This design comes from an exercise in tuning for small area on the open sky130 flow, not from production work.
Where RTL was checked, it was by simulation tests only, not by an equivalence proof against the original.
The clock input has no modelled driver; a real chip could not lean on it and would need a root buffer or a full tree.
Power figures rest on the tool's default switching activity, not on a simulated workload.

==> inputs of run M <==
Design cube_raster, start of the top module:
module cube_raster
#(
    parameter int NUM_LANES       = 10,
    parameter int WORDS_PER_FRAME = 3,
    parameter int BIT_PERIOD      = 20,
    parameter int ONE_HIGH        = 13,
    parameter int ZERO_HIGH       = 6
) (
    input  logic                   clk,
    input  logic                   reset,
    input  logic                   enable_i,
    input  logic                   ack_i,
    input  logic                   pix_valid_i,
    output logic                   pix_ready_o,
    input  cube_pkg::color_t [NUM_LANES-1:0] pix_color_i,    
    input  cube_pkg::dim_t pix_dim_i,
    output logic                   finished_o,
    output logic [NUM_LANES-1:0]   sout_o
);
==> flow/config.mk <==
export PLATFORM = sky130hd
export DESIGN_NAME = cube_raster
export DESIGN_NICKNAME = cube_raster
export VERILOG_FILES = /design/flow/design.v
export SDC_FILE = /design/flow/constraint.sdc
export NUM_CORES = 4
export LEC_CHECK = 0
export CAP_MARGIN = 20
export CORE_MARGIN = 2
export CORE_UTILIZATION = 40
export GPL_TIMING_DRIVEN = 0
export SLEW_MARGIN = 20
export SYNTH_HIERARCHICAL = 1
==> flow/constraint.sdc <==
create_clock -name core_clock -period 5.0 [get_ports {clk}]
set_input_delay 1.0000 -clock core_clock [delete_from_list [all_inputs] [get_ports {clk}]]
set_output_delay 1.0000 -clock core_clock [all_outputs]
set_load 0.01 [all_outputs]
standard.sh (not shown) runs the stock make flow with config.mk's settings and CLKGATE_MAP_FILE= SYNTH_SCRIPT=/design/flow/synth_recipe.tcl, a recipe that flattens the netlist after the stock synthesis.
==> flow/flow/run.sh <==
#!/bin/bash
# Layout flow: the standard flow (standard.sh) with two changes:
#  - port buffers are the smallest buffer, sky130_fd_sc_hd__buf_1
#  - the clock tree is built by flow/manual_cts.tcl (ORFS's PRE_CTS_TCL hook):
#    four clkbuf_16, each driving a quarter of the flip-flops, fed straight
#    from the clock port; ORFS's own clock tree synthesis is skipped
# The make output goes to standard.log here; ORFS keeps each step's log too.
set -euo pipefail
export BUFFER_PORTS_ARGS="-buffer_cell sky130_fd_sc_hd__buf_1"
export PRE_CTS_TCL="$PWD/flow/manual_cts.tcl"
export MCTS_LEAVES=4
export MCTS_ROOTS=0
export MCTS_LEAF_BUF=sky130_fd_sc_hd__clkbuf_16
bash standard.sh > standard.log 2>&1
Other scripts of this flow, unchanged in this note and not shown: flow/flow/manual_cts.tcl
==> run E (differences from run M) <==
--- a/flow/design.v
+++ b/flow/design.v
@@ -76,13 +76,12 @@
     logic [7:0] ring_col;                            
     logic       ring_hold;                           
     logic       ready_next;
     logic [NUM_LANES-1:0] bit_q;                     
     logic [7:0]  prod_top;                          
     logic       prod_bit;
-    logic       prod_bit_q;                          
     assign idle      = ~(pix_ready_o | st_mult | st_send | finished_o);
     assign active    = st_mult | st_send;
     assign xfer      = pix_ready_o & pix_valid_i;
     assign q_last    = (q == 5'd19);
     assign q_end     = (q == 5'd2);
     assign w_zero    = (w == 3'd0);
@@ -142,15 +141,14 @@
                                (ring_q[(p + 1) % NUM_LANES] | {8{pix_ready_o}}));
             end
         end
     end
     assign ring_col = ring_q[0];
     always_ff @(posedge clk) begin
-        prod_bit_q <= prod_bit;
-        if (q >= 5'd1 && q <= 5'd10) begin
-            bit_q <= {bit_q[NUM_LANES-2:0], prod_bit_q};
+        if (q <= 5'd9) begin
+            bit_q <= {bit_q[NUM_LANES-2:0], prod_bit};
         end
     end
     for (genvar i = 0; i < NUM_LANES; i++) begin : g_lane
         assign sout_o[i] = st_send & (q >= 5'd5) & ((q <= 5'd10) | ((q <= 5'd17) & bit_q[i]));
     end
     logic pp_0_0, pp_0_1, pp_0_2, pp_0_3, pp_0_4, pp_0_5, pp_0_6, pp_0_7, pp_1_0, pp_1_1, pp_1_2, pp_1_3, pp_1_4, pp_1_5, pp_1_6, pp_1_7, pp_2_0, pp_2_1, pp_2_2, pp_2_3, pp_2_4, pp_2_5, pp_2_6, pp_2_7, pp_3_0, pp_3_1, pp_3_2, pp_3_3, pp_3_4, pp_3_5, pp_3_6, pp_3_7, pp_4_0, pp_4_1, pp_4_2, pp_4_3, pp_4_4, pp_4_5, pp_4_6, pp_4_7, pp_5_0, pp_5_1, pp_5_2, pp_5_3, pp_5_4, pp_5_5, pp_5_6, pp_5_7, pp_6_0, pp_6_1, pp_6_2, pp_6_3, pp_6_4, pp_6_5, pp_6_6, pp_6_7, pp_7_0, pp_7_1, pp_7_2, pp_7_3, pp_7_4, pp_7_5, pp_7_6, pp_7_7, s1, c2, s3, c4, s5, c6, s7, c8, s9, c10, s11, c12, s13, c14, s15, c16, s17, c18, s19, c20, s21, c22, s23, c24, s25, c26, s27, c28, s29, c30, s31, c32, s33, c34, s35, c36, s37, c38, s39, c40, s41, c42, s43, c44, s45, c46, s47, c48, s49, c50, s51, c52, s53, c54, s55, c56, s57, c58, s59, c60, s61, c62, s63, c64, s65, c66, s67, c68, s69, c70, s71, c72, s73, c74, s75, c76, s77, c78, s79, c80, s81, c82, s83, c84;
- GPL_TIMING_DRIVEN: 0 -> default
==> run Z (differences from run M) <==
--- a/flow/design.v
+++ b/flow/design.v
@@ -260,23 +260,23 @@
     fa_cell u_fa78 (.a(s37), .b(c54), .c(s55), .s(s77), .co(c78));
     fa_cell u_fa80 (.a(s39), .b(c56), .c(s57), .s(s79), .co(c80));
     fa_cell u_fa82 (.a(c40), .b(c58), .c(s59), .s(s81), .co(c82));
     fa_cell u_fa84 (.a(pp_6_7), .b(pp_7_6), .c(c60), .s(s83), .co(c84));
     assign row_a = {1'b0, pp_7_7, c82, c80, c78, c76, c74, c72, c70, c68, c66, c64, c62, pp_2_0, pp_0_1, pp_0_0};
     assign row_b = {1'b0, c84, s83, s81, s79, s77, s75, s73, s71, s69, s67, s65, s63, s61, pp_1_0, 1'b0};
-    logic [8:0] cy;
-    logic [7:0] hi_sum;
+    logic [16:0] cy;
     assign cy[0] = 1'b0;
     assign cy[1] = (row_a[0] & row_b[0]) | (row_a[0] & cy[0]) | (row_b[0] & cy[0]);
     assign cy[2] = (row_a[1] & row_b[1]) | (row_a[1] & cy[1]) | (row_b[1] & cy[1]);
     assign cy[3] = (row_a[2] & row_b[2]) | (row_a[2] & cy[2]) | (row_b[2] & cy[2]);
     assign cy[4] = (row_a[3] & row_b[3]) | (row_a[3] & cy[3]) | (row_b[3] & cy[3]);
     assign cy[5] = (row_a[4] & row_b[4]) | (row_a[4] & cy[4]) | (row_b[4] & cy[4]);
     assign cy[6] = (row_a[5] & row_b[5]) | (row_a[5] & cy[5]) | (row_b[5] & cy[5]);
     assign cy[7] = (row_a[6] & row_b[6]) | (row_a[6] & cy[6]) | (row_b[6] & cy[6]);
     assign cy[8] = (row_a[7] & row_b[7]) | (row_a[7] & cy[7]) | (row_b[7] & cy[7]);
     assign prod_full[7:0] = '0;
-    assign hi_sum = row_a[15:8] + row_b[15:8] + {7'b0, cy[8]};
-    assign prod_full[15:8] = hi_sum;
+    fa_cell u_fin8 (.a(row_a[8]), .b(row_b[8]), .c(cy[8]), .s(prod_full[8]), .co(cy[9]));
+    fa_cell u_fin9 (.a(row_a[9]), .b(row_b[9]), .c(cy[9]), .s(prod_full[9]), .co(cy[10]));
+    assign prod_full[15:10] = row_a[15:10] + row_b[15:10] + {5'b0, cy[10]};
     assign prod_top = prod_full[15:8];
     assign prod_bit = prod_top[3'd7 - w];
 endmodule
- GPL_TIMING_DRIVEN: 0 -> default
==> results.txt <==
Status: run E finished clean; run M finished clean; run Z complete, but fails checks
Reasons for failing layout checks: run E -; run M -; run Z setup timing
Area growth from synthesis to layout: run E 13.2%; run M 14.5%; run Z 14.9%
Sequential power: run E 1.21 mW; run M 1.23 mW; run Z 1.20 mW
Initial standard-cell utilization of the core: run E 40.6%; run M 40.7%; run Z 41.4%
Power Dens Cells: run E 515 nW/um^2; run M 502 nW/um^2; run Z 494 nW/um^2
Total Power: run E 3.11 mW; run M 3.07 mW; run Z 2.99 mW
Top cell type's share of synthesized area: run E 35.6%; run M 36.0%; run Z 36.5%
Post-route fraction of the period consumed by the critical path: run E 96.3%; run M 94.7%; run Z 104%
Clock transition at the registers of the reported paths: run E 0.11 ns; run M 0.11 ns; run Z 0.12 ns
Maximum clock frequency: run E 208 MHz; run M 211 MHz; run Z 192 MHz
Met2 routed wirelength: run E 5580 um; run M 5940 um; run Z 5540 um
Crit path setup slack, layout: run E 0.187 ns; run M 0.263 ns; run Z -0.206 ns
Final cell area excluding filler cells: run E 6040 um^2; run M 6110 um^2; run Z 6040 um^2
XOR/XNOR share of the synthesized area: run E 0.657%; run M 0.656%; run Z 0.832%
Post-synthesis area per instance: run E 10.6 um^2; run M 10.6 um^2; run Z 10.7 um^2
Fillcell total: run E 1259; run M 1316; run Z 1281
Die extent in y: run E 120 um; run M 120 um; run Z 119 um
Met2 routing resource usage after global routing: run E 26.3%; run M 29.9%; run Z 28.7%
Synthesized area: run E 5340 um^2; run M 5340 um^2; run Z 5260 um^2
Slew of the pin with the lowest slew margin: run E 0.949 ns; run M 0.913 ns; run Z 0.950 ns
Flip-flop and latch share of the layout cell area: run E 40.5%; run M 40.3%; run Z 40.8%
GR Util All Layers: run E 16.1%; run M 16.9%; run Z 17.3%
Power drawn by the combinational cells: run E 1.53 mW; run M 1.47 mW; run Z 1.41 mW
Peak supply drop: run E 304 uV; run M 324 uV; run Z 290 uV
Worst r2r path cells: run E 15; run M 15; run Z 19
Largest incremental delay on the critical path: run E 0.52 ns; run M 0.52 ns; run Z 0.55 ns
Crit path required time: run E 4.93 ns; run M 5.10 ns; run Z 5.08 ns
The RTL of run Z was laid out without a check of its function. In every run of this note, the design's own scripts or RTL, not TritonCTS, make the clock network.

[separate check: timing with driven ports]
The results above use ideal ports. As a check the final layouts listed here were re-extracted and re-timed, cells and wires unchanged. Step 1 assumes that a clkbuf_16 drives the clock port and a buf_2 every other input. Step 2 also shifts input and output timing later by t, the mid clock arrival at the registers, as if the neighbouring blocks saw the same clock. Slacks: ideal ports / drivers / drivers and shift; pairs: ideal ports / drivers.
run | t (ns) | slack for setup (ns) | hold slack, ns | worst register clock-pin slew, ns | worst data-port slew with drivers (ns)
run M | 0.241 | 0.263 / 0.263 / 0.263 | 0.416 / 0.416 / 0.416 | 0.11 / 0.11 | 0.05
run E | 0.242 | 0.187 / 0.187 / 0.187 | 0.409 / 0.409 / 0.409 | 0.11 / 0.11 | 0.06
run Z | 0.246 | -0.206 / -0.206 / -0.206 | 0.405 / 0.405 / 0.405 | 0.12 / 0.12 | 0.09
